This is an optimization exercise on Yosys and OpenROAD, whose aim is small area, a short achievable clock period and few clock cycles, not a production implementation. Function was checked by simulation only, so behaviour that the tests miss may differ from the original.

## design/flow/design.v

```verilog
package ptf_pkg;
   localparam int COORD_W = 24;
   localparam int IDX_W   = 16;
   localparam int DIG_W   = 6;                     
   localparam int MR_W    = COORD_W + 3 * DIG_W;   
   localparam int C_W     = 30;                    
   localparam logic [1:0] CMD_MOVE  = 2'd0;
   localparam logic [1:0] CMD_LINE  = 2'd1;
   localparam logic [1:0] CMD_CUBIC = 2'd2;
   localparam logic [1:0] CMD_CLOSE = 2'd3;
   localparam logic [2:0] ST_IDLE  = 3'd0;    
   localparam logic [2:0] ST_NSEG  = 3'd1;    
   localparam logic [2:0] ST_PRE   = 3'd2;    
   localparam logic [2:0] ST_DIV   = 3'd3;    
   localparam logic [2:0] ST_PT    = 3'd4;    
   localparam logic [2:0] ST_FLUSH = 3'd5;    
endpackage
module ptf_add #(
   parameter int W = 24
) (
   input  logic [W-1:0] a,
   input  logic [W-1:0] b,
   input  logic         ci,
   output logic [W-1:0] y
);
   logic [W-1:0] g, p, gg, pp, gn, pn;
   logic [W:0]   c;
   always_comb begin
      g  = a & b;
      p  = a ^ b;
      gg = g;
      pp = p;
      for (int s = 1; s < W; s = s * 2) begin
         gn = gg;
         pn = pp;
         for (int i = 0; i < W; i++) begin
            if ((i / s) % 2 == 1) begin
               gn[i] = gg[i] | (pp[i] & gg[(i / s) * s - 1]);
               pn[i] = pp[i] & pp[(i / s) * s - 1];
            end
         end
         gg = gn;
         pp = pn;
      end
      c[0] = ci;
      for (int i = 0; i < W; i++) begin
         c[i+1] = gg[i] | (pp[i] & ci);
      end
      y = p ^ c[W-1:0];
   end
endmodule
module ptf_csa #(
   parameter int W = 24
) (
   input  logic [W-1:0] a,
   input  logic [W-1:0] b,
   input  logic [W-1:0] c,
   input  logic         ci,
   output logic [W-1:0] s,
   output logic [W-1:0] k
);
   logic [W-1:0] m;
   assign s = a ^ b ^ c;
   assign m = (a & b) | (a & c) | (b & c);
   assign k = {m[W-2:0], ci};
endmodule
module ptf_mr_add #(
   parameter bit CORR_CARRY = 1'b1
) (
   input  logic [ptf_pkg::MR_W-1:0] a,
   input  logic [ptf_pkg::MR_W-1:0] b,
   input  logic [5:0]               kc,
   output logic [ptf_pkg::MR_W-1:0] y
);
   localparam int DW = ptf_pkg::DIG_W;
   logic [2:0][DW:0]   t0;          
   logic [2:0][DW-1:0] t1;          
   logic [2:0]         k0, k1;      
   logic [2:0]         ci, co;      
   logic [2:0][DW-1:0] r;
   always_comb begin
      for (int i = 0; i < 3; i++) begin
         t0[i] = {1'b0, a[i*DW +: DW]} + {1'b0, b[i*DW +: DW]};
         t1[i] = t0[i][DW-1:0] + 1'b1;
         k0[i] = t0[i][DW];
         k1[i] = t0[i][DW] || (&t0[i][DW-1:0]);
      end
      ci[0] = 1'b0;
      co[0] = k0[0];
      ci[1] = co[0];
      co[1] = ci[1] ? k1[1] : k0[1];
      ci[2] = co[1];
      co[2] = ci[2] ? k1[2] : k0[2];
      for (int i = 0; i < 3; i++) begin
         r[i] = ci[i] ? t1[i] : t0[i][DW-1:0];
         if (co[i] == CORR_CARRY) r[i] = r[i] + kc;
         y[i*DW +: DW] = r[i];
      end
   end
   ptf_add #(.W(ptf_pkg::COORD_W)) u_q (
      .a  (a[ptf_pkg::MR_W-1:3*DW]),
      .b  (b[ptf_pkg::MR_W-1:3*DW]),
      .ci (co[2]),
      .y  (y[ptf_pkg::MR_W-1:3*DW])
   );
endmodule
module ptf_div_stage (
   input  logic [ptf_pkg::DIG_W-1:0] r,
   input  logic [2:0]                in,
   input  logic [7:0]                nn,       
   output logic [ptf_pkg::DIG_W-1:0] r_out,
   output logic [1:0]                d
);
   logic [7:0] v;
   logic [8:0] m1, m2;
   always_comb begin
      v  = {1'b0, r, 1'b0} + {5'd0, in};
      m1 = {1'b0, v} + {nn[7], nn};
      m2 = {1'b0, v} + {nn, 1'b0};
      if (!m2[8]) begin
         d     = 2'd2;
         r_out = m2[ptf_pkg::DIG_W-1:0];
      end else if (!m1[8]) begin
         d     = 2'd1;
         r_out = m1[ptf_pkg::DIG_W-1:0];
      end else begin
         d     = 2'd0;
         r_out = v[ptf_pkg::DIG_W-1:0];
      end
   end
endmodule
module ptf_axis (
   input  logic                        clock,
   input  logic                        reset,
   input  logic                        cap,        
   input  logic [23:0]                 pa,
   input  logic [23:0]                 pb,
   input  logic [23:0]                 pe,
   input  logic                        zero_pen,   
   input  logic                        ld_pen,
   input  logic [23:0]                 pen_in,
   input  logic                        ld_dev,     
   input  logic                        nseg,       
   input  logic                        pre,
   input  logic                        fetch,
   input  logic                        lv1,
   input  logic                        lv2,
   input  logic                        lv3,
   input  logic                        bias,       
   input  logic                        step,
   input  logic                        gate,       
   input  logic                        ofree,      
   input  logic [6:0]                  n,
   input  logic [6:0]                  n_new,      
   input  logic [4:0]                  sel,        
   input  logic [31:0]                 hsel,       
   output logic [23:0]                 fq,
   output logic [23:0]                 a_out,
   output logic [31:0]                 mag,
   output logic [1:0][12:0]            dev_m,      
   output logic [1:0]                  dev_s,
   output logic                        dev_o       
);
   localparam int DW = ptf_pkg::DIG_W;
   localparam int MW = ptf_pkg::MR_W;
   localparam int XW = 44;
   logic [71:0]   op_ff;    
   logic [MW-1:0] f_ff, r1_ff, r2_ff, r3_ff;
   logic [MW-1:0] f_add, r1_add, r2_add;
   logic [5:0]    sb_ff;    
   logic [1:0]    dd1_ff, dda_ff, dd2_ff, ddt_ff, ddu_ff;
   logic signed [23:0] a, b, e, p, pz;
   logic signed [26:0] g, h;             
   logic signed [26:0] c1;               
   logic signed [27:0] c2, c3;           
   logic [82:0]   cst;                   
   logic signed [26:0] c1s;
   logic signed [27:0] c2s, c3s;
   logic [XW-1:0] c1x, c2x, c3x;
   assign a     = op_ff[71:48];
   assign b     = op_ff[47:24];
   assign e     = op_ff[23:0];
   assign fq    = f_ff[MW-1:3*DW];
   assign a_out = a;
   logic [26:0] ga2, gpz, ge, hb2, gs, gk, hs, hk;
   logic [24:0] uw, vw, ww;
   logic [27:0] xu, xu2, xv, xv2, xw;
   logic [27:0] k2s, k2c, k2s2, k2c2, k3s, k3c;
   logic [27:0] c1w, c2w, c3w;
   always_comb begin
      p   = fq;
      pz  = zero_pen ? '0 : fq;
      ga2 = {{2{a[23]}}, a, 1'b0};
      hb2 = {{2{b[23]}}, b, 1'b0};
      gpz = ~{{3{pz[23]}}, pz};
      ge  = ~{{3{e[23]}}, e};
      xu  = {{3{r3_ff[24]}}, r3_ff[24:0]};
      xu2 = {{2{r3_ff[24]}}, r3_ff[24:0], 1'b0};
      xv  = {{3{op_ff[49]}}, op_ff[49:25]};
      xv2 = {{2{op_ff[49]}}, op_ff[49:25], 1'b0};
      xw  = {{3{op_ff[24]}}, op_ff[24:0]};
   end
   ptf_csa #(27) u_gc (.a(ga2), .b(gpz), .c(ge), .ci(1'b1), .s(gs), .k(gk));
   ptf_add #(27) u_ga (.a(gs), .b(gk), .ci(1'b1), .y(g));
   ptf_csa #(27) u_hc (.a(hb2), .b(gpz), .c(ge), .ci(1'b1), .s(hs), .k(hk));
   ptf_add #(27) u_ha (.a(hs), .b(hk), .ci(1'b1), .y(h));
   logic [24:0] ea, eb, ee, npz, na, nb;
   assign ea  = {a[23], a};
   assign eb  = {b[23], b};
   assign ee  = {e[23], e};
   assign npz = ~{pz[23], pz};
   assign na  = ~{a[23], a};
   assign nb  = ~{b[23], b};
   ptf_add #(25) u_ua (.a(ea), .b(npz), .ci(1'b1), .y(uw));
   ptf_add #(25) u_va (.a(eb), .b(na),  .ci(1'b1), .y(vw));
   ptf_add #(25) u_wa (.a(ee), .b(nb),  .ci(1'b1), .y(ww));
   ptf_add #(28) u_1s (.a(xu), .b(xu2), .ci(1'b0), .y(c1w));
   ptf_csa #(28) u_2a (.a(xv), .b(xv2), .c(~xu), .ci(1'b1), .s(k2s), .k(k2c));
   ptf_csa #(28) u_2b (.a(k2s), .b(k2c), .c(~xu2), .ci(1'b0), .s(k2s2), .k(k2c2));
   ptf_add #(28) u_2s (.a(k2s2), .b(k2c2), .ci(1'b1), .y(c2w));
   ptf_csa #(28) u_3a (.a(xu), .b(xw), .c(~xv2), .ci(1'b0), .s(k3s), .k(k3c));
   ptf_add #(28) u_3s (.a(k3s), .b(k3c), .ci(1'b1), .y(c3w));
   assign c1 = c1w[26:0];
   assign c2 = c2w;
   assign c3 = c3w;
   always_comb begin
      cst = {f_ff[10:0], op_ff};
      c1s = cst[82:56];
      c2s = cst[55:28];
      c3s = cst[27:0];
      mag = {5'd0, c1s ^ {27{c1s[26]}}}
          | {3'd0, c2s ^ {28{c2s[27]}}, 1'b0}
          | {2'd0, c3s ^ {28{c3s[27]}}, 2'b00};
      c1x = {{(XW-31){c1s[26]}}, c1s, 4'b0};
      c2x = {{(XW-32){c2s[27]}}, c2s, 4'b0};
      c3x = {{(XW-32){c3s[27]}}, c3s, 4'b0};
   end
   logic signed [26:0] gh [2];
   always_comb begin
      gh[0] = r1_ff[26:0];
      gh[1] = r2_ff[26:0];
      dev_o = 1'b0;
      for (int k = 0; k < 2; k++) begin
         dev_s[k] = gh[k][26];
         dev_m[k] = gh[k][12:0] ^ {13{gh[k][26]}};
         if (gh[k][26:12] != {15{gh[k][26]}}) dev_o = 1'b1;
      end
   end
   logic [DW-1:0] k_off;
   logic [7:0]    nn_ff;
   always_ff @(posedge clock) begin
      if (pre) begin
         k_off <= DW'(7'd64 - n_new);
         nn_ff <= 8'd0 - {1'b0, n_new};
      end
   end
   ptf_mr_add #(.CORR_CARRY(1'b1)) u_f  (.a(f_ff),  .b(r1_ff), .kc(k_off),    .y(f_add));
   ptf_mr_add #(.CORR_CARRY(1'b0)) u_r1 (.a(r1_ff), .b(r2_ff), .kc(DW'(n)),   .y(r1_add));
   ptf_mr_add #(.CORR_CARRY(1'b1)) u_r2 (.a(r2_ff), .b(r3_ff), .kc(k_off),    .y(r2_add));
   logic [DW-1:0] s1_r, s2_r, s3_r, sa_r, t2_r, t3_r, u2_r, u3_r;
   logic [1:0]    s1_d, s2_d, s3_d, sa_d, t2_d, t3_d, u2_d, u3_d;
   ptf_div_stage u_s1 (.r(r1_ff[DW-1:0]),      .in({2'b0, sb_ff[5]}),                  .nn(nn_ff), .r_out(s1_r), .d(s1_d));
   ptf_div_stage u_s2 (.r(r1_ff[2*DW-1:DW]),   .in({1'b0, dd1_ff} + {2'b0, sb_ff[2]}), .nn(nn_ff), .r_out(s2_r), .d(s2_d));
   ptf_div_stage u_s3 (.r(r1_ff[3*DW-1:2*DW]), .in({1'b0, dd2_ff} + {2'b0, sb_ff[0]}), .nn(nn_ff), .r_out(s3_r), .d(s3_d));
   ptf_div_stage u_sa (.r(r3_ff[DW-1:0]),      .in({2'b0, sb_ff[4]} + {2'b0, sb_ff[3]}), .nn(nn_ff), .r_out(sa_r), .d(sa_d));
   ptf_div_stage u_t2 (.r(r2_ff[2*DW-1:DW]),   .in({1'b0, dda_ff} + {2'b0, sb_ff[1]}), .nn(nn_ff), .r_out(t2_r), .d(t2_d));
   ptf_div_stage u_t3 (.r(r2_ff[3*DW-1:2*DW]), .in({1'b0, ddt_ff}),                    .nn(nn_ff), .r_out(t3_r), .d(t3_d));
   ptf_div_stage u_u2 (.r(r3_ff[2*DW-1:DW]),   .in({1'b0, dda_ff}),                    .nn(nn_ff), .r_out(u2_r), .d(u2_d));
   ptf_div_stage u_u3 (.r(r3_ff[3*DW-1:2*DW]), .in({1'b0, ddu_ff}),                    .nn(nn_ff), .r_out(u3_r), .d(u3_d));
   logic [22:0] q1i, q2i, q3i;
   assign q1i = r1_ff[MW-2:3*DW] + 23'd1;
   assign q2i = r2_ff[MW-2:3*DW] + 23'd1;
   assign q3i = r3_ff[MW-2:3*DW] + 23'd1;
   logic s1n, s2n, s3n;
   logic [DW-1:0] nm1, nm2;
   logic [MW-1:0] r1_pre, r2_pre, r3_pre;
   logic [DW-1:0] bias_hi, bias_lo;
   always_comb begin
      s1n = c1s[26];
      s2n = c2s[27];
      s3n = c3s[27];
      nm1 = DW'(n_new - 7'd1);
      nm2 = DW'(n_new - 7'd2);
      r1_pre[DW-1:0] = s3n ? nm1 : '0;
      unique case ({s3n, s2n})
         2'b00:   r1_pre[2*DW-1:DW] = '0;
         2'b11:   r1_pre[2*DW-1:DW] = nm2;
         default: r1_pre[2*DW-1:DW] = nm1;
      endcase
      unique case ({s3n | s2n, s1n})
         2'b00:   begin r1_pre[3*DW-1:2*DW] = '0;  r1_pre[MW-1:3*DW] = '0; end
         2'b11:   begin r1_pre[3*DW-1:2*DW] = nm2; r1_pre[MW-1:3*DW] = '1; end
         default: begin r1_pre[3*DW-1:2*DW] = nm1; r1_pre[MW-1:3*DW] = '1; end
      endcase
      r3_pre[DW-1:0] = s3n ? nm2 : '0;
      r2_pre[DW-1:0] = s3n ? nm2 : '0;
      unique case ({s3n, s2n})
         2'b00:   r2_pre[2*DW-1:DW] = '0;
         2'b11:   r2_pre[2*DW-1:DW] = nm2;
         default: r2_pre[2*DW-1:DW] = nm1;
      endcase
      r2_pre[3*DW-1:2*DW] = (s3n | s2n) ? nm1 : '0;
      r2_pre[MW-1:3*DW]   = (s3n | s2n) ? '1 : '0;
      r3_pre[2*DW-1:DW]   = s3n ? nm1 : '0;
      r3_pre[3*DW-1:2*DW] = s3n ? nm1 : '0;
      r3_pre[MW-1:3*DW]   = s3n ? '1 : '0;
      bias_hi = DW'(n >> 1) + k_off;
      bias_lo = (n[0] ? DW'(n >> 1) : '0) + k_off;
   end
   always_ff @(posedge clock) begin
      dd1_ff <= s1_d;
      dda_ff <= sa_d;
      dd2_ff <= s2_d;
      ddt_ff <= t2_d;
      ddu_ff <= u2_d;
      if (pre) begin
         sb_ff <= {|(hsel & c3x[35:4]), |(hsel & c3x[34:3]), |(hsel & c3x[33:2]),
                   |(hsel & c2x[36:5]), |(hsel & c2x[35:4]), |(hsel & c1x[37:6])};
      end else if (fetch) begin
         sb_ff <= {sb_ff[4], sb_ff[3], c3x[sel], sb_ff[1], c2x[sel + 5'd2], c1x[sel + 5'd4]};
      end
      if (cap || (ld_dev && ofree) || nseg) begin
         if (nseg)        op_ff <= {c1[15:0], c2, c3};
         else if (ld_dev) op_ff <= {op_ff[71:50], vw, ww};
         else             op_ff <= {pa, pb, pe};
      end
      if (reset) begin
         f_ff[MW-1:3*DW] <= '0;
      end else if (!gate || ofree) begin
         if (ld_pen) begin
            f_ff[MW-1:3*DW] <= pen_in;
         end else if (step) begin
            f_ff[MW-1:3*DW] <= f_add[MW-1:3*DW];
         end
      end
      if (nseg) begin
         f_ff[10:0] <= c1[26:16];
      end else if (bias) begin
         f_ff[3*DW-1:0] <= {bias_hi, bias_lo, bias_lo};
      end else if (step && (!gate || ofree)) begin
         f_ff[3*DW-1:0] <= f_add[3*DW-1:0];
      end
      if (!gate || ofree) begin
      if (ld_dev) begin
         r1_ff[26:0] <= g;
         r2_ff[26:0] <= h;
         r3_ff[24:0] <= uw;
      end else if (pre) begin
         r1_ff <= r1_pre;
         r2_ff <= r2_pre;
         r3_ff <= r3_pre;
      end else if (step) begin
         r1_ff <= r1_add;
         r2_ff <= r2_add;
      end else begin
         if (lv1) begin
            r1_ff[DW-1:0] <= s1_r;
            r2_ff[DW-1:0] <= sa_r;
            r3_ff[DW-1:0] <= sa_r;
         end
         if (lv2) begin
            r1_ff[2*DW-1:DW] <= s2_r;
            r2_ff[2*DW-1:DW] <= t2_r;
            r3_ff[2*DW-1:DW] <= u2_r;
         end
         if (bias) begin
            r2_ff[DW-1:0]    <= r2_ff[DW-1:0] + k_off;
            r2_ff[2*DW-1:DW] <= r2_ff[2*DW-1:DW] + k_off;
         end
         if (lv3) begin
            r1_ff[3*DW-1:2*DW] <= s3_r;
            r2_ff[3*DW-1:2*DW] <= bias ? t3_r + k_off : t3_r;
            r3_ff[3*DW-1:2*DW] <= u3_r;
            r1_ff[MW-1:3*DW]   <= {s3_d[1] ? q1i : r1_ff[MW-2:3*DW], s3_d[0]};
            r2_ff[MW-1:3*DW]   <= {t3_d[1] ? q2i : r2_ff[MW-2:3*DW], t3_d[0]};
            r3_ff[MW-1:3*DW]   <= {u3_d[1] ? q3i : r3_ff[MW-2:3*DW], u3_d[0]};
         end
      end
      end
   end
endmodule
module path_fan_tessellator_core #(
   parameter int MAX_SEGMENTS = 64,
   parameter int VERTEX_LIMIT = 65536
) (
   input  logic      clock,
   input  logic      reset,
   input  logic         req_valid,
   output logic         req_ready,
   input  logic [1:0]   req_type,
   input  logic         req_new_path,
   input  logic [23:0]  req_p0_x,
   input  logic [23:0]  req_p0_y,
   input  logic [23:0]  req_p1_x,
   input  logic [23:0]  req_p1_y,
   input  logic [23:0]  req_p2_x,
   input  logic [23:0]  req_p2_y,
   output logic         rsp_valid,
   input  logic         rsp_ready,
   output logic         rsp_vertex_valid,
   output logic [15:0]  rsp_vertex_index,
   output logic [23:0]  rsp_vertex_x,
   output logic [23:0]  rsp_vertex_y,
   output logic         rsp_tri_valid,
   output logic [15:0]  rsp_tri_first,
   output logic [15:0]  rsp_tri_prev,
   output logic [15:0]  rsp_tri_curr,
   output logic         rsp_dropped,
   output logic         rsp_last
);
   logic        cv_ff;
   logic [1:0]  ct_ff;
   logic        cn_ff;
   logic        take, done;
   logic [2:0]  state_ff, state_in;
   logic [16:0] last_ff, last_in;      
   logic [15:0] lm1_ff, lm1_in;        
   logic [15:0] first_ff, first_in;
   logic        first_ok_ff, first_ok_in;
   logic        prev_ok_ff, prev_ok_in;
   logic [6:0]  n_ff, n_in;
   logic [6:0]  rem_ff, rem_in;
   logic [4:0]  j_ff, j_in;
   logic [5:0]  i_ff, i_in;
   logic        rv_ff, rv_in;
   logic        vv_ff, vv_in, tv_ff, tv_in, dr_ff, dr_in, la_ff, la_in, cl_ff, cl_in;
   logic        full, out_free, beat, fok, pok, store, gate, adv;
   logic        ld_pen, ld_dev, nseg, pre, fetch, lv1, lv2, lv3, bias, step;
   logic [23:0] pen_x, pen_y, fq_x, fq_y, a_x, a_y;
   logic [4:0]  sel;
   logic [31:0] mag_x, mag_y, mag;
   logic [1:0][12:0] dm_x, dm_y;
   logic [1:0]  ds_x, ds_y;
   logic        do_x, do_y;
   logic [14:0] dev, dev_ff;
   logic        ovf_ff;
   logic [31:0] hsel;
   assign full     = (last_ff == 17'h0FFFF);
   assign out_free = !rv_ff || rsp_ready;
   assign fok      = first_ok_ff && !cn_ff;
   assign gate     = (state_ff == ptf_pkg::ST_IDLE) || (state_ff == ptf_pkg::ST_PT);
   assign adv      = !gate || out_free;
   assign pok      = prev_ok_ff && !cn_ff;
   assign req_ready = !cv_ff
                   || ((state_ff == ptf_pkg::ST_IDLE) && (ct_ff != ptf_pkg::CMD_CUBIC) && !rv_ff);
   assign take      = req_valid && req_ready;
   always_ff @(posedge clock) begin
      if (reset) begin
         cv_ff <= 1'b0;
      end else if (take) begin
         cv_ff <= 1'b1;
      end else if (done && adv) begin
         cv_ff <= 1'b0;
      end
      if (take) begin
         ct_ff <= req_type;
         cn_ff <= req_new_path;
      end
   end
   ptf_axis u_x (
      .clock(clock), .reset(reset), .cap(take), .pa(req_p0_x), .pb(req_p1_x), .pe(req_p2_x),
      .zero_pen(cn_ff), .ld_pen(ld_pen), .pen_in(pen_x), .ld_dev(ld_dev), .nseg(nseg),
      .pre(pre), .fetch(fetch), .lv1(lv1), .lv2(lv2), .lv3(lv3), .bias(bias), .step(step), .gate(gate), .ofree(out_free),
      .n(n_ff), .n_new(n_in), .sel(sel), .hsel(hsel), .fq(fq_x), .a_out(a_x), .mag(mag_x),
      .dev_m(dm_x), .dev_s(ds_x), .dev_o(do_x)
   );
   ptf_axis u_y (
      .clock(clock), .reset(reset), .cap(take), .pa(req_p0_y), .pb(req_p1_y), .pe(req_p2_y),
      .zero_pen(cn_ff), .ld_pen(ld_pen), .pen_in(pen_y), .ld_dev(ld_dev), .nseg(nseg),
      .pre(pre), .fetch(fetch), .lv1(lv1), .lv2(lv2), .lv3(lv3), .bias(bias), .step(step), .gate(gate), .ofree(out_free),
      .n(n_ff), .n_new(n_in), .sel(sel), .hsel(hsel), .fq(fq_y), .a_out(a_y), .mag(mag_y),
      .dev_m(dm_y), .dev_s(ds_y), .dev_o(do_y)
   );
   assign mag = mag_x | mag_y;
   logic [14:0] dv_s1, dv_k1, dv_s2, dv_k2, dv_s3, dv_k3;
   ptf_csa #(15) u_dv1 (.a(15'(dm_x[0])), .b(15'(dm_x[1])), .c(15'(dm_y[0])), .ci(ds_x[0]),
                        .s(dv_s1), .k(dv_k1));
   ptf_csa #(15) u_dv2 (.a(dv_s1), .b(dv_k1), .c(15'(dm_y[1])), .ci(ds_x[1]), .s(dv_s2), .k(dv_k2));
   ptf_csa #(15) u_dv3 (.a(dv_s2), .b(dv_k2), .c({14'd0, ds_y[0]}), .ci(1'b0), .s(dv_s3), .k(dv_k3));
   ptf_add #(15) u_dva (.a(dv_s3), .b(dv_k3), .ci(ds_y[1]), .y(dev));
   always_comb begin
      j_in = 5'd1;
      for (int k = 0; k < 32; k++) begin
         if (mag[k]) j_in = 5'(k + 1);
      end
      for (int k = 1; k < 32; k++) begin
         hsel[k] = mag[k] && !(|(mag >> (k + 1)));
      end
      hsel[0] = !(|mag[31:1]);
   end
   always_comb begin
      if (ovf_ff || (dev_ff >= 15'(63 * 64))) n_in = 7'd64;
      else if (dev_ff < 15'd64)              n_in = 7'd2;
      else                                   n_in = 7'(dev_ff >> 6) + 7'd1;
   end
   always_comb begin
      state_in    = state_ff;
      last_in     = last_ff;
      lm1_in      = lm1_ff;
      first_in    = first_ff;
      first_ok_in = first_ok_ff;
      prev_ok_in  = prev_ok_ff;
      rem_in      = rem_ff;
      i_in        = i_ff;
      rv_in       = rv_ff && !rsp_ready;
      vv_in       = vv_ff;
      tv_in       = tv_ff;
      dr_in       = dr_ff;
      la_in       = la_ff;
      cl_in       = cl_ff;
      beat        = 1'b0;
      store       = 1'b0;
      done        = 1'b0;
      ld_pen      = 1'b0;
      ld_dev      = 1'b0;
      pen_x       = fq_x;
      pen_y       = fq_y;
      nseg        = 1'b0;
      pre         = 1'b0;
      fetch       = 1'b0;
      lv1         = 1'b0;
      lv2         = 1'b0;
      lv3         = 1'b0;
      bias        = 1'b0;
      step        = 1'b0;
      sel         = 5'(j_ff - 5'(i_ff));
      unique case (state_ff)
         ptf_pkg::ST_IDLE: begin
            if (cv_ff) begin
               first_ok_in = fok;
               prev_ok_in  = pok;
               ld_pen      = 1'b1;
               pen_x       = cn_ff ? '0 : fq_x;
               pen_y       = cn_ff ? '0 : fq_y;
               if (ct_ff == ptf_pkg::CMD_CUBIC) begin
                  ld_dev   = 1'b1;
                  state_in = ptf_pkg::ST_NSEG;
               end else begin
                  beat  = 1'b1;
                  done  = 1'b1;
                  la_in = 1'b1;
                  cl_in = 1'b0;
                  vv_in = 1'b0;
                  tv_in = 1'b0;
                  dr_in = 1'b0;
                  unique case (ct_ff)
                     ptf_pkg::CMD_MOVE: begin
                        prev_ok_in = 1'b0;
                        pen_x      = a_x;
                        pen_y      = a_y;
                        if (full) begin
                           dr_in       = 1'b1;
                           first_ok_in = 1'b0;
                        end else begin
                           vv_in       = 1'b1;
                           first_ok_in = 1'b1;
                           first_in    = 16'(last_ff + 17'd1);
                           store       = 1'b1;
                        end
                     end
                     ptf_pkg::CMD_LINE: begin
                        if (full) begin
                           dr_in = 1'b1;
                        end else begin
                           vv_in      = 1'b1;
                           tv_in      = fok && pok;
                           prev_ok_in = 1'b1;
                           store      = 1'b1;
                           pen_x      = a_x;
                           pen_y      = a_y;
                        end
                     end
                     default: begin
                        cl_in      = 1'b1;
                        tv_in      = fok && pok && (last_ff[15:0] != first_ff);
                        prev_ok_in = 1'b0;
                     end
                  endcase
               end
            end
         end
         ptf_pkg::ST_NSEG: begin
            nseg     = 1'b1;
            state_in = ptf_pkg::ST_PRE;
         end
         ptf_pkg::ST_PRE: begin
            pre      = 1'b1;
            i_in     = '0;
            state_in = ptf_pkg::ST_DIV;
         end
         ptf_pkg::ST_DIV: begin
            fetch = 1'b1;
            lv1   = (i_ff < {1'b0, j_ff});
            lv2   = (i_ff != 6'd0) && (i_ff <= {1'b0, j_ff});
            lv3   = (i_ff >= 6'd2);
            i_in  = i_ff + 6'd1;
            if (i_ff == {1'b0, j_ff} + 6'd1) begin
               done     = 1'b1;
               bias     = 1'b1;
               rem_in   = n_ff;
               state_in = ptf_pkg::ST_PT;
            end
         end
         ptf_pkg::ST_FLUSH: begin
            step   = 1'b1;
            rem_in = rem_ff - 7'd1;
            if (rem_ff == 7'd1) begin
               state_in = ptf_pkg::ST_IDLE;
            end
         end
         default: begin
            begin
               beat  = 1'b1;
               cl_in = 1'b0;
               vv_in = 1'b0;
               tv_in = 1'b0;
               dr_in = 1'b0;
               la_in = full || (rem_ff == 7'd1);
               if (full) begin
                  dr_in    = 1'b1;
                  state_in = ptf_pkg::ST_FLUSH;
               end else begin
                  step       = 1'b1;
                  rem_in     = rem_ff - 7'd1;
                  vv_in      = 1'b1;
                  tv_in      = first_ok_ff && prev_ok_ff;
                  prev_ok_in = 1'b1;
                  store      = 1'b1;
                  if (rem_ff == 7'd1) begin
                     state_in = ptf_pkg::ST_IDLE;
                  end
               end
            end
         end
      endcase
      if (beat && adv) rv_in = 1'b1;
      if (store) begin
         last_in = last_ff + 17'd1;
         lm1_in  = last_ff[15:0];
      end
   end
   always_ff @(posedge clock) begin
      if (reset) begin
         state_ff    <= ptf_pkg::ST_IDLE;
         last_ff     <= 17'h1FFFF;
         first_ok_ff <= 1'b0;
         prev_ok_ff  <= 1'b0;
         rv_ff       <= 1'b0;
      end else begin
         rv_ff       <= rv_in;
         if (adv) begin
            state_ff    <= state_in;
            last_ff     <= last_in;
            first_ok_ff <= first_ok_in;
            prev_ok_ff  <= prev_ok_in;
         end
      end
   end
   always_ff @(posedge clock) begin
      if (adv) begin
         lm1_ff   <= lm1_in;
         first_ff <= first_in;
         rem_ff   <= rem_in;
         i_ff     <= i_in;
         vv_ff    <= vv_in;
         tv_ff    <= tv_in;
         dr_ff    <= dr_in;
         la_ff    <= la_in;
         cl_ff    <= cl_in;
      end
      if (state_ff == ptf_pkg::ST_NSEG) begin
         dev_ff <= dev;
         ovf_ff <= do_x || do_y;
      end
      if (state_ff == ptf_pkg::ST_PRE) begin
         n_ff <= n_in;
         j_ff <= j_in;
      end
   end
   assign rsp_valid        = rv_ff;
   assign rsp_vertex_valid = vv_ff;
   assign rsp_vertex_index = last_ff[15:0];
   assign rsp_vertex_x     = fq_x;
   assign rsp_vertex_y     = fq_y;
   assign rsp_tri_valid    = tv_ff;
   assign rsp_tri_first    = first_ff;
   assign rsp_tri_prev     = cl_ff ? last_ff[15:0] : lm1_ff;
   assign rsp_tri_curr     = cl_ff ? first_ff : last_ff[15:0];
   assign rsp_dropped      = dr_ff;
   assign rsp_last         = la_ff;
endmodule
```

## design/flow/flow/run.sh

```bash
#!/bin/bash
# Layout flow: the standard layout (standard synthesis, floorplan, place,
# CTS, routing) with the timing repair steps asked to leave 7.5 ns of setup slack
# at the design's 12 ns clock instead of the default margin. The clock, the
# constraints and the synthesis are unchanged. The make output goes to
# flow_make.log; ORFS keeps each step's log under orfs/logs/.
set -euo pipefail
cd "$(dirname "$0")/.."
bash standard.sh SETUP_SLACK_MARGIN=7.5 finish > flow_make.log 2>&1
```

## design/flow/standard.sh

```bash
#!/bin/bash
# synth_recipe.tcl (not shown) runs the flow's synth.tcl, then flattens the netlist and writes it again
# the make line also repeats each setting of config.mk as NAME=value (left out here)
make -C /OpenROAD-flow-scripts/flow DESIGN_CONFIG=/design/flow/config.mk WORK_HOME=/design/flow/orfs CLKGATE_MAP_FILE= SYNTH_SCRIPT=/design/flow/synth_recipe.tcl "${@:-finish}"
```

## design/flow/config.mk

```make
export PLATFORM = sky130hd
export DESIGN_NAME = path_fan_tessellator_core
export DESIGN_NICKNAME = path_fan_tessellator_core
export VERILOG_FILES = /design/flow/design.v
export SDC_FILE = /design/flow/constraint.sdc
export NUM_CORES = 4
export LEC_CHECK = 0
export CAP_MARGIN = 20
export CORE_MARGIN = 2
export CORE_UTILIZATION = 40
export PLACE_DENSITY = 0.6
export SLEW_MARGIN = 20
```

## design/flow/constraint.sdc

```tcl
create_clock -name core_clock -period 12.0 [get_ports {clock}]
set_input_delay 2.4000 -clock core_clock [delete_from_list [all_inputs] [get_ports {clock}]]
set_output_delay 2.4000 -clock core_clock [all_outputs]
set_load 0.01 [all_outputs]
```

==> flow_summary.ini <==
[synthesis]
yosysWarnings = 11
synthArstFlopShare_pct = 0
synth_top_area_share_pct = 18.5
yosys_register_bits = 624
synth_area_leaders = edfxtp_1 (18%), ha_1 (17%), fa_1 (8.5%)
syn_area_um2 = 86500
syn_nets = 11400
synth_cells = 9710
synth_edf_count = 532
syn_area_per_cell_um2 = 8.91
synth_cell_type_count = 119
seq_area_frac_synth_pct = 20.6
yosysTopAreaCell = edfxtp_1
synth_flop_cell = edfxtp_1

[sta]
setup_viol = 0
hold_violations = 0
period_share_pct = 40.9
fmax_mhz = 204
grt_setup_unrepaired = yes
fin_tns_setup_ns = 0
slew_violations = 0
worst_pin_slew_ns = 1.18
slew_headroom_pct = 20.7
skew_ns = 0.0365
period_needed_ns = 4.90

[clock_network]
cts_buffers = 87
tritoncts = yes
clkTransAtPathRegs_ns = 0.06
clk_latency_ns = 0.77
ctsHtreeMaxLevel = 3
clock-sinks = 624
cts_buffer_depth = 3
cts-root-buf = clkbuf_16

[drt]
dr.pass1.iters = 9
vias_per_cell = 6.29
drt_iter0_drc = 11000
ant_nets = 0
routed_wl_mm = 402
drc = 0
avgRoutedWirePerCell_um = 30.3
vias = 83500

[floorplanning]
die_y_um = 469
initial_core_util_pct = 40.3
pin_count = 269
row_count = 170
coreArea_um2 = 215000
dieArea_um2 = 220000
die_w_um = 469

[hold_path]
hp-start = first_ok_ff$_SDFFE_PP0P_
hold_path_depth = 2
hold_end = first_ok_ff$_SDFFE_PP0P_
hp-class = reg2reg

[setup_path]
r2r_slack_ns = 7.10
path_buf_inv = 4
cp.arrival_ns = 5.41
crit_path_frequent_cell = o21a_1
r2r-start = u_y.r1_ff[0]$_DFFE_PP_
path_delay_family = compound AO/OA/AOI/OAI gates
start_kind = register
required_ns = 12.50
rr_endpoint = dev_ff[14]$_DFFE_PP_
r2r.worst_path.cells = 21
slowest_delay_ns = 0.55
cp-end-kind = register
critPathSlowestCell = fa_1
worstSetupPathType = reg2reg
crit_fanout = 4
crit_chain = buf_6 -> xnor2_4 -> fa_1 -> inv_2 -> fa_1 -> inv_1 -> fa_2 -> inv_2 -> ha_4 -> and3b_1 -> o21a_1 -> o21a_1 -> o21a_1 -> o21a_1 -> o21a_1 -> o21a_1 -> o21a_4 -> o2111ai_4 -> a31oi_4 -> a21oi_2 -> xnor2_1

[global_routing]
first_global_vias = 78200
grt_usage_pct = 35.0
grt_max_degree = 144
grt-ovfl-total = 0
grt_first_pass_wirelength_mm = 557
antenna_found_initial = 25

[placement]
portBuffers = 268
dp_cells = 12600
dp_hpwl_mm = 298
routabilityCongestion = 1.03

[flow_run]
drv_cap = 0

[final_layout]
drive_gt1_share_pct = 15.3
nets = 12000
area_growth_syn_to_layout_pct = 19.8
final_cells = 13300

[outcome]
status = no timing/DRC/antenna violations
[logic make-up after synthesis]
family                     after synthesis  synth area share [%]
DFF                                    624                  20.6
xor gates and xnor gates              1221                  12.4
adders and majority gates             1508                  25.0
buffers and inverters                 1120                  5.20
and+or+nand+nor                       2319                  13.2
AOI/OAI and AO/OA                     2686                  20.1
muxes                                  232                  3.45
[placed cells by master (no fill, tap or decap), drive strengths merged, types with 42 or more instances in the layout]
cell / synthesis / final
o211ai: 99 / 99
xnor2: 735 / 735
nand2: 595 / 596
nor2b: 92 / 92
o21bai: 111 / 111
o221ai: 57 / 57
ha: 1142 / 1142
o21ai: 511 / 511
a31oi: 73 / 73
nor4: 53 / 53
nand4: 93 / 93
inv: 734 / 726
o21a: 112 / 112
mux2i: 117 / 117
and2: 42 / 42
buf: 126 / 649
nor2: 593 / 594
nand2b: 120 / 120
edfxtp: 532 / 532
mux4: 46 / 46
a22oi: 67 / 67
o31ai: 47 / 47
clkbuf: 259 / 135
a21oi: 816 / 816
nor3: 175 / 175
clkdlybuf4s50: 0 / 229
a211oi: 103 / 103
xor2: 485 / 485
a221oi: 63 / 63
or3: 55 / 55
dfxtp: 92 / 92
mux2: 69 / 69
nand3: 232 / 232
fa: 366 / 366
a21o: 344 / 344
and3: 124 / 124
[per-layer routing]
layer | share of wire [%] | track usage (%) | vias to the layer above
met3 | 12 | 9.32 | 1122
li1 | - | - | 36500
met5 | 0.10 | 0.628 | -
met1 | 40 | 47.2 | 40700
met4 | 7.4 | 20.9 | 21
met2 | 40 | 49.7 | 5163
[per-stage QoR]
| stage | util, % | hold slack, ns | instance area [µm²] | worst slack (ns) |
|---|---|---|---|---|
| final | 48.2 | 0.489 | 104000 | 7.10 |
| after global routing | 48.2 | 0.521 | 104000 | 6.95 |
| after CTS | 46.6 | 0.492 | 100000 | 7.06 |
| after detailed placement | 43.5 | 0.479 | 93500 | 5.81 |
| after global placement | 43.5 | 0.472 | 93500 | 5.87 |
| after floorplan | - | 0.430 | 87500 | 3.94 |
[synth_stat cells (53+ instances only)]
cell	count
mux2i_1	117
edfxtp_1	532
nand2b_1	120
clkbuf_1	259
ha_1	1142
o221ai_1	57
nor2b_1	92
xor2_1	484
a211oi_1	101
nand3_1	231
or3_1	53
a221oi_1	61
nor2_1	592
a22oi_1	67
o21bai_1	111
buf_4	68
o21ai_0	467
nand4_1	92
a21oi_1	812
o21a_1	112
a21o_1	344
mux2_2	69
and3_1	124
dfxtp_1	92
inv_1	729
o211ai_1	98
xnor2_1	731
nor3_1	170
fa_1	366
a31oi_1	73
nand2_1	594
[what timing repair did]
action / 4_1_cts / 5_1_grt
gates cloned: 13 / 8
hold buffers: 0 / 0
endpoints found under the setup margin: 631 / 462
setup buffers: 267 / 189
pin swaps: 115 / 242
resized for setup: 306 / 383
[worst max-delay path by stage]
stage,slack [ns],endpoint,from,cells after the start
global placement,5.87,u_y.r2_ff[8]$_DFFE_PP_,rsp_ready,9
finish,7.10,dev_ff[14]$_DFFE_PP_,u_y.r1_ff[0]$_DFFE_PP_,21
floorplan,3.94,u_x.r2_ff[17]$_DFFE_PP_,u_x.k_off[1]$_DFFE_PP_,21
CTS,7.06,u_x.r2_ff[17]$_DFFE_PP_,u_x.r2_ff[12]$_DFFE_PP_,22
detailed placement,5.81,u_y.r2_ff[8]$_DFFE_PP_,rsp_ready,9
global route,6.95,u_x.r2_ff[17]$_DFFE_PP_,n_ff[0]$_DFFE_PP_,24
[sequential cells by signal (all words and copies together) (netlist names), 17 cells and up]
register	cells
last_ff	17
u_x.f_ff	42
u_x.op_ff	72
u_x.r1_ff	42
u_x.r2_ff	42
u_x.r3_ff	42
u_y.f_ff	42
u_y.op_ff	72
u_y.r1_ff	42
u_y.r2_ff	42
u_y.r3_ff	42
[cell type report]
class                   instances  area [µm²]
diodes                         20        50.0
clock buffers                 123        2570
clock inverters                39         403
fillers                     20400      111000
inverters                     735        2820
multi-input cells            7968       67800
flip-flops and latches        624       17800
well taps                    2838        3550
repair buffers                930        8570
[worst reg2reg max path: cells and delay by family, from the launching register on]
family | cells | cell delay [ns]
simple gates | 1 | 0.18
fa+ha+maj | 4 | 1.56
flops | 1 | 0.44
xor+xnor | 2 | 0.21
buf+inv | 4 | 0.35
compound gates | 10 | 1.92
Testbench counts, summed over its fixed seeds: cycles 30,875.

[static timing again, ports no longer ideal]
The results above use ideal ports. As a check the final layout listed here was re-extracted and re-timed, cells and wires unchanged.
Step 1 sets driving cells, clkbuf_16 on the clock port and buf_2 on the other inputs (assumed; they add their load-dependent delay and slew).
Step 2 adds t to the input delays and takes it off the output delays; t is the mean of the earliest and latest rising clock arrival at the registers after step 1. Input paths then give back, and output paths get back, about the clock's delay inside the block.
a / b / c = ideal / step 1 / step 2; a / b = the first two.
shift t [ns]: 0.845
setup slack, ns: 7.096 / 7.096 / 6.447
worst register clock-pin slew, ns: 0.07 / 0.07
worst slew at a driven data input, ns: 0.16
After both steps setup and hold are still met in this run. The setup slack of this run moves by 0.000 ns with the drivers and by -0.649 ns with both steps.
